Source: an optimization exercise on an open RTL-to-GDS flow (aim: a short achievable clock period and few clock cycles per item). Production flows keep margins and buffers that such runs may drop. Function was checked by simulation only, so behaviour that the tests miss may differ from the original. Power and IR drop assume default switching activity.

===== design/flow/constraint.sdc =====
create_clock -name core_clock -period 6.0 [get_ports {core_clk}]
set_input_delay 1.2000 -clock core_clock [delete_from_list [all_inputs] [get_ports {core_clk}]]
set_output_delay 1.2000 -clock core_clock [all_outputs]
set_load 0.01 [all_outputs]

===== design/flow/config.mk =====
export PLATFORM = sky130hd
export DESIGN_NAME = soc_bus_top
export DESIGN_NICKNAME = soc_bus_top
export VERILOG_FILES = /design/flow/design.v
export SDC_FILE = /design/flow/constraint.sdc
export NUM_CORES = 4
export LEC_CHECK = 0
export CAP_MARGIN = 20
export CORE_MARGIN = 2
export CORE_UTILIZATION = 45
export SLEW_MARGIN = 20
export SYNTH_MEMORY_MAX_BITS = 16384

===== design/flow/run.sh =====
#!/bin/bash
# synth_recipe.tcl (not shown) runs the flow's synth.tcl, then flattens the netlist and writes it again
# the make line also repeats each setting of config.mk as NAME=value (left out here)
make -C /OpenROAD-flow-scripts/flow DESIGN_CONFIG=/design/flow/config.mk WORK_HOME=/design/flow/orfs CLKGATE_MAP_FILE= SYNTH_SCRIPT=/design/flow/synth_recipe.tcl finish

===== design/flow/design.v =====
`default_nettype none
package soc_bus_pkg;
    localparam int MEM_WORDS = 256;
    localparam int MEM_INDEX_W = 8;
    localparam int MEM_HIGH_W = 32 - MEM_INDEX_W - 2;
    localparam logic [31:0] IO_BASE = 32'h8000_0000;
    localparam int IO_TAG_W = 20;
    localparam logic [IO_TAG_W-1:0] IO_TAG = IO_BASE[31:32-IO_TAG_W];
    localparam logic [1:0] IO_REG_OUT = 2'd0;
    typedef enum logic [1:0] {
        REGION_MEM  = 2'd0,
        REGION_IO   = 2'd1,
        REGION_NONE = 2'd2
    } region_e;
    typedef struct packed {
        logic [MEM_HIGH_W-1:0]  high;
        logic [MEM_INDEX_W-1:0] index;
        logic [1:0]             offset;
    } mem_view_t;
    typedef struct packed {
        logic [IO_TAG_W-1:0]       tag;
        logic [32-IO_TAG_W-2-1:0]  unused;
        logic [1:0]                reg_sel;
    } io_view_t;
    typedef union packed {
        mem_view_t mem_view;
        io_view_t  io_view;
    } bus_addr_u;
endpackage
`default_nettype wire
`timescale 1ns/1ps
`default_nettype none
module bus_decode (
    input  wire                   core_clk,
    input  wire                   rst,
    input  wire                   req,
    input  wire                   wen,
    input  wire  [31:0]           addr,
    input  wire  [31:0]           wdata,
    input  wire  [3:0]            wmask,
    output logic                  cmd_valid,
    output soc_bus_pkg::region_e  cmd_region,
    output logic                  cmd_wen,
    output logic [7:0]            cmd_index,
    output logic [1:0]            cmd_reg_sel,
    output logic [31:0]           cmd_wdata,
    output logic [3:0]            cmd_wmask
);
    soc_bus_pkg::bus_addr_u addr_u;
    soc_bus_pkg::region_e   region;
    logic                   req_q;
    logic                   req_rise;
    assign addr_u = addr;
    assign req_rise = req & ~req_q;
    always_comb begin
        if (addr_u.mem_view.high == '0) begin
            region = soc_bus_pkg::REGION_MEM;
        end else if (addr_u.io_view.tag == soc_bus_pkg::IO_TAG &&
                     addr_u.io_view.reg_sel == soc_bus_pkg::IO_REG_OUT) begin
            region = soc_bus_pkg::REGION_IO;
        end else begin
            region = soc_bus_pkg::REGION_NONE;
        end
    end
    always_ff @(posedge core_clk) begin
        if (rst) begin
            req_q     <= 1'b0;
            cmd_valid <= 1'b0;
        end else begin
            req_q     <= req;
            cmd_valid <= req_rise;
        end
    end
    always_ff @(posedge core_clk) begin
        if (req_rise) begin
            cmd_region  <= region;
            cmd_wen     <= wen;
            cmd_index   <= addr_u.mem_view.index;
            cmd_reg_sel <= addr_u.io_view.reg_sel;
            cmd_wdata   <= wdata;
            cmd_wmask   <= wmask;
        end
    end
endmodule
`default_nettype wire
`timescale 1ns/1ps
`default_nettype none
module bus_execute (
    input  wire                  core_clk,
    input  wire                  rst,
    input  wire                  cmd_valid,
    input  wire soc_bus_pkg::region_e cmd_region,
    input  wire                  cmd_wen,
    input  wire                  mem_done,
    input  wire  [31:0]          mem_rdata,
    input  wire                  io_done,
    input  wire  [31:0]          io_rdata,
    output logic                 mem_ren,
    output logic                 mem_wen,
    output logic                 io_ren,
    output logic                 io_wen,
    output logic                 rsp_valid,
    output logic [31:0]          rsp_rdata,
    output logic                 rsp_err
);
    logic        state_wait;
    logic        sel_io;
    logic        err_q;
    logic        sel_done;
    logic [31:0] sel_rdata;
    always_ff @(posedge core_clk) begin
        if (rst) begin
            state_wait <= 1'b0;
            sel_io     <= 1'b0;
            err_q      <= 1'b0;
            mem_ren    <= 1'b0;
            mem_wen    <= 1'b0;
            io_ren     <= 1'b0;
            io_wen     <= 1'b0;
        end else begin
            mem_ren <= 1'b0;
            mem_wen <= 1'b0;
            io_ren  <= 1'b0;
            io_wen  <= 1'b0;
            err_q   <= 1'b0;
            if (!state_wait) begin
                if (cmd_valid) begin
                    case (cmd_region)
                        soc_bus_pkg::REGION_MEM: begin
                            mem_ren    <= ~cmd_wen;
                            mem_wen    <= cmd_wen;
                            sel_io     <= 1'b0;
                            state_wait <= 1'b1;
                        end
                        soc_bus_pkg::REGION_IO: begin
                            io_ren     <= ~cmd_wen;
                            io_wen     <= cmd_wen;
                            sel_io     <= 1'b1;
                            state_wait <= 1'b1;
                        end
                        default: begin
                            err_q <= 1'b1;
                        end
                    endcase
                end
            end else if (sel_done) begin
                state_wait <= 1'b0;
            end
        end
    end
    assign sel_done  = sel_io ? io_done : mem_done;
    assign sel_rdata = sel_io ? io_rdata : mem_rdata;
    assign rsp_valid = err_q | (state_wait & sel_done);
    assign rsp_rdata = state_wait ? sel_rdata : 32'd0;
    assign rsp_err   = err_q;
endmodule
`default_nettype wire
`timescale 1ns/1ps
`default_nettype none
module word_memory (
    input  wire                                 core_clk,
    input  wire                                 ren,
    input  wire                                 wen,
    input  wire  [soc_bus_pkg::MEM_INDEX_W-1:0] index,
    input  wire  [31:0]                         wdata,
    input  wire  [3:0]                          wmask,
    output logic [31:0]                         rdata,
    output logic                                done
);
    logic [31:0] mem [soc_bus_pkg::MEM_WORDS];
    always_ff @(posedge core_clk) begin
        if (wen) begin
            for (int b = 0; b < 4; b++) begin
                if (wmask[b]) begin
                    mem[index][8*b +: 8] <= wdata[8*b +: 8];
                end
            end
        end
    end
    always_ff @(posedge core_clk) begin
        if (ren) begin
            rdata <= mem[index];
        end
    end
    always_ff @(posedge core_clk) begin
        done <= ren | wen;
    end
endmodule
`default_nettype wire
`timescale 1ns/1ps
`default_nettype none
module parallel_output (
    input  wire         core_clk,
    input  wire         rst,
    input  wire         ren,
    input  wire         wen,
    input  wire  [31:0] wdata,
    input  wire  [3:0]  wmask,
    output logic [31:0] rdata,
    output logic        done,
    output logic [31:0] io
);
    logic [31:0] out_q;
    always_ff @(posedge core_clk) begin
        if (rst) begin
            out_q <= 32'd0;
            done  <= 1'b0;
        end else begin
            done <= ren | wen;
            if (wen) begin
                for (int b = 0; b < 4; b++) begin
                    if (wmask[b]) begin
                        out_q[8*b +: 8] <= wdata[8*b +: 8];
                    end
                end
            end
        end
    end
    always_ff @(posedge core_clk) begin
        if (ren) begin
            rdata <= out_q;
        end
    end
    assign io = out_q;
endmodule
`default_nettype wire
`timescale 1ns/1ps
`default_nettype none
module bus_result (
    input  wire         core_clk,
    input  wire         rst,
    input  wire         req,
    input  wire         rsp_valid,
    input  wire  [31:0] rsp_rdata,
    input  wire         rsp_err,
    output logic        ack,
    output logic [31:0] rdata,
    output logic        err
);
    always_ff @(posedge core_clk) begin
        if (rst) begin
            ack <= 1'b0;
            err <= 1'b0;
        end else if (rsp_valid) begin
            ack <= 1'b1;
            err <= rsp_err;
        end else if (!req) begin
            ack <= 1'b0;
        end
    end
    always_ff @(posedge core_clk) begin
        if (rsp_valid) begin
            rdata <= rsp_rdata;
        end
    end
endmodule
`default_nettype wire
`timescale 1ns/1ps
`default_nettype none
module soc_bus_top (
    input  wire         core_clk,
    input  wire         rst,
    input  wire         req,
    input  wire         wen,
    input  wire  [31:0] addr,
    input  wire  [31:0] wdata,
    input  wire  [3:0]  wmask,
    output logic        ack,
    output logic [31:0] rdata,
    output logic        err,
    output logic [31:0] io
);
    logic                 cmd_valid;
    soc_bus_pkg::region_e cmd_region;
    logic                 cmd_wen;
    logic [7:0]           cmd_index;
    logic [31:0]          cmd_wdata;
    logic [3:0]           cmd_wmask;
    logic                 mem_ren;
    logic                 mem_wen;
    logic                 mem_done;
    logic [31:0]          mem_rdata;
    logic                 io_ren;
    logic                 io_wen;
    logic                 io_done;
    logic [31:0]          io_rdata;
    logic                 rsp_valid;
    logic [31:0]          rsp_rdata;
    logic                 rsp_err;
    bus_decode decode (
        .core_clk    (core_clk),
        .rst         (rst),
        .req         (req),
        .wen         (wen),
        .addr        (addr),
        .wdata       (wdata),
        .wmask       (wmask),
        .cmd_valid   (cmd_valid),
        .cmd_region  (cmd_region),
        .cmd_wen     (cmd_wen),
        .cmd_index   (cmd_index),
        .cmd_reg_sel (),
        .cmd_wdata   (cmd_wdata),
        .cmd_wmask   (cmd_wmask)
    );
    bus_execute execute (
        .core_clk   (core_clk),
        .rst        (rst),
        .cmd_valid  (cmd_valid),
        .cmd_region (cmd_region),
        .cmd_wen    (cmd_wen),
        .mem_done   (mem_done),
        .mem_rdata  (mem_rdata),
        .io_done    (io_done),
        .io_rdata   (io_rdata),
        .mem_ren    (mem_ren),
        .mem_wen    (mem_wen),
        .io_ren     (io_ren),
        .io_wen     (io_wen),
        .rsp_valid  (rsp_valid),
        .rsp_rdata  (rsp_rdata),
        .rsp_err    (rsp_err)
    );
    word_memory mem (
        .core_clk (core_clk),
        .ren      (mem_ren),
        .wen      (mem_wen),
        .index    (cmd_index),
        .wdata    (cmd_wdata),
        .wmask    (cmd_wmask),
        .rdata    (mem_rdata),
        .done     (mem_done)
    );
    parallel_output pp (
        .core_clk (core_clk),
        .rst      (rst),
        .ren      (io_ren),
        .wen      (io_wen),
        .wdata    (cmd_wdata),
        .wmask    (cmd_wmask),
        .rdata    (io_rdata),
        .done     (io_done),
        .io       (io)
    );
    bus_result result (
        .core_clk  (core_clk),
        .rst       (rst),
        .req       (req),
        .rsp_valid (rsp_valid),
        .rsp_rdata (rsp_rdata),
        .rsp_err   (rsp_err),
        .ack       (ack),
        .rdata     (rdata),
        .err       (err)
    );
endmodule
`default_nettype wire

==> flow_metrics.py <==
metrics = {
    "die": {
        "die_w_um": 846,
        "coreArea_sq_um": 707000,
        "die_area_sq_um": 715000,
        "io_pins": 138,
        "rows": 309,
        "start_util_pct": 45.1,
        "die_h_um": 846,
    },
    "timing": {
        "period_minus_slack_ns": 4.59,
        "tns_ns": 0,
        "slew_headroom_pct": 18.5,
        "worstMarginPinSlew_ns": 1.21,
        "fmax_mhz": 218,
        "fin_crit_sh_pct": 76.6,
        "finalMaxSlewViolations": 0,
        "rsz0062_at_grt": "false",
        "setup_viol": 0,
        "clock_skew_ns": 0.0587,
        "setup_ws_ns": 1.41,
        "finalHoldViolCount": 0,
    },
    "detailed_routing": {
        "ant_nets": 0,
        "vias": 153192,
        "totalWireLength_um": 834000,
        "avgRoutedWirePerCell_um": 33.5,
        "drc": 0,
        "initialDrtViolationCount": 19921,
        "drt_first_pass_iters": 6,
        "via_per_inst": 6.15,
    },
    "global_routing": {
        "grt_pass1_wl_um": 1180000,
        "use_met1_pct": 33.4,
        "met2_usage_pct": 37.0,
        "grt_pass1_vias": 153154,
        "antenna_found_initial": 42,
        "grt_max_degree": 217,
        "use_met3_pct": 3.42,
        "grt_overflow": 0,
        "grt-busiest-layer": "met2",
        "grt.total_usage_pct": 22.9,
    },
    "cts": {
        "cts-resized-gates": 0,
        "cts_setup_buffers": 0,
        "numCtsBuffers": 804,
        "worstSkewPairLatency_ns": 1.18,
        "clk_path_buf_depth": 4,
        "h-tree-depth": 6,
        "holdBufCountCts": 0,
        "clkTransAtPathRegs_ns": 0.06,
        "cts.sinks": 8380,
        "cts_root_buf": "clkbuf_16",
        "cts_tree": "done",
    },
    "cells_and_area": {
        "final_common_cell": "edfxtp_1",
        "nFillCells": 55313,
        "regArea_sq_um": 251000,
        "drive_gt1_share_pct": 23.7,
        "area_growth_pct": 12.4,
        "multi_input_area_sq_um": 64100,
        "nets": 14967,
        "mostFrequentLayoutCells": "edfxtp_1 (8,335), mux4_2 (2,048), nor2_1 (1,047), a22oi_1 (1,024), clkbuf_16 (810)",
    },
    "synthesis": {
        "syn_inst": 14456,
        "syn-cell-area_sq_um": 319000,
        "yosys.area.top_type": "edfxtp_1",
        "syn_nets": 14528,
        "avgSynthCellArea_sq_um": 22.0,
        "ys_top_cells_by_area": "edfxtp_1 (79%), mux4_2 (14%), a22oi_1 (2.4%)",
        "synth_seq_cells": 8380,
        "synthDistinctLibCells": 27,
        "yosysWarnings": 5,
        "seq_area_frac_synth_pct": 78.8,
        "synth_top_area_share_pct": 78.5,
    },
    "critical_path": {
        "crit_type": "flop to flop",
        "arrival_ns": 5.45,
        "startpoint_type": "flop",
        "worst_setup_path_end_kind": "flop",
        "crit_path_max_fanout": 45,
        "required_ns": 6.86,
    },
    "placed_design": {
        "dp_slack_ns": 1.36,
        "io_buffers": 137,
        "gp_congestion": 0.794,
        "place_hpwl_um": 491000,
    },
    "hold_path": {
        "hp-class": "flop to flop",
    },
    "status": {
        "status": "no timing/DRC/antenna violations",
    },
    "run": {
        "max-cap-violations": 0,
    },
    "pwr": {
        "power_density_nw_per_um2": 330,
        "leakagePower_nw": 108,
        "worst_ir_drop_vdd_mv": 0.301,
    },
}
==> path summary, 6_finish.rpt <==
check	start	endpoint	slack, ns	depth (start not counted)
max	decode.cmd_index[0]	mem.rdata[20]	1.41	9
min reg2reg	decode.cmd_valid	execute.err_q	0.45	2
min	decode.cmd_valid	execute.err_q	0.45	2
max reg2reg	decode.cmd_index[0]	mem.rdata[20]	1.41	9
==> power breakdown <==
group	internal [mW]	total [mW]	switching [mW]
clock network	26.9	48.7	21.8
logic	1.79	5.15	3.36
registers	64.4	64.5	0.0692
total	93.0	118	25.3
==> metrics by stage <==
step                      utilization [%]  cell area [sq um]  hold WS [ns]  power, mW  std cells
after detailed placement             47.1             333000         0.440       70.9      23418
after global routing                 50.7             358000         0.466        121      24901
after CTS                            50.7             358000         0.450        119      24885
after floorplan                         -             319000         0.427       68.9      14456
final                                50.7             358000         0.449        118      24912
after global placement               47.1             333000         0.444       70.8      23406
==> layer usage <==
| layer | wire [um] | up-vias |
|---|---|---|
| met1 | 345000 | 83306 |
| li1 | - | 62204 |
| met3 | 63900 | 992 |
| met2 | 406000 | 6684 |
| met5 | 46 | - |
| met4 | 19100 | 6 |
==> flip-flops by register name, summed over array words and instances, names as in the netlist, 2 cells and up <==
signal / count
decode.cmd_wmask: 4
decode.cmd_index: 8
mem.mem: 8192
pp.rdata: 32
mem.rdata: 32
decode.cmd_region: 2
pp.out_q: 32
decode.cmd_wdata: 32
result.rdata: 32
==> cell usage after synthesis <==
library cell,number
and3b_1,1
buf_4,51
clkbuf_1,636
nor3b_1,3
buf_2,160
mux2i_1,34
buf_6,19
mux4_2,2048
nor4b_1,1
nor3_1,6
nand4_1,33
nand2b_1,8
nor2_1,1049
and2_1,8
buf_1,86
dfxtp_1,45
o41ai_1,128
a21oi_1,547
nor2b_1,43
nor4_1,5
and3_1,1
nand3_1,40
nand2_1,141
a22oi_1,1024
or2_2,3
edfxtp_1,8335
o21ai_0,1
==> final cells by class <==
| cell class | count | area share [%] |
|---|---|---|
| Clock inverter | 454 | 1.07 |
| Multi-Input combinational cell | 5124 | 17.9 |
| Sequential cell | 8380 | 70.1 |
| Tap cell | 9330 | 3.26 |
| Timing Repair Buffer | 585 | 1.73 |
| Antenna cell | 26 | 0.0182 |
| Clock buffer | 1013 | 5.88 |
==> worst max-delay path, cell delays in order, from the launching register on <==
cell,delay (ns)
edfxtp_1,0.64
buf_12,0.25
buf_12,0.33
buf_12,0.39
mux4_2,0.59
a22oi_1,0.32
a21oi_1,0.15
o41ai_1,1.04
buf_4,0.29
nand4_1,0.09
==> logic make-up (layout without fill, tap and decap cells) <==
family / count (synthesis) / count (layout) / share of synthesized area (%)
AOI/OAI and AO/OA: 1700 / 1700 / 3.62
muxes: 2082 / 2082 / 14.6
other: 0 / 26 / 0
buffers and inverters: 952 / 2052 / 1.29
and+or+nand+nor: 1342 / 1342 / 1.68
DFF: 8380 / 8380 / 78.8
Testbench counts, summed over its fixed seeds: cycles 40,173, transfers 8,192.

==> what the ideal ports hide <==
How much do the figures lean on ideal ports? The routed layout below was timed once more, with nothing changed but the port constraints. Step 1, drivers: a clkbuf_16 drives core_clk and a buf_2 each remaining input, both assumed. Step 2 also shifts input and output timing later by t, the mid clock arrival at the registers, as if the neighbouring blocks saw the same clock. a / b / c = ideal / step 1 / step 2; a / b = the first two.
shift t [ns]: 1.297
setup WS [ns]: 1.406 / 1.406 / 1.406
hold WS [ns]: 0.449 / 0.449 / 0.449
worst slew at a driven data input, ns: 0.22
cell pins on the clock port's net: 1
After both steps this run still meets setup and hold. For this run, drivers alone change the setup slack by 0.000 ns; drivers and shift together by 0.000 ns.
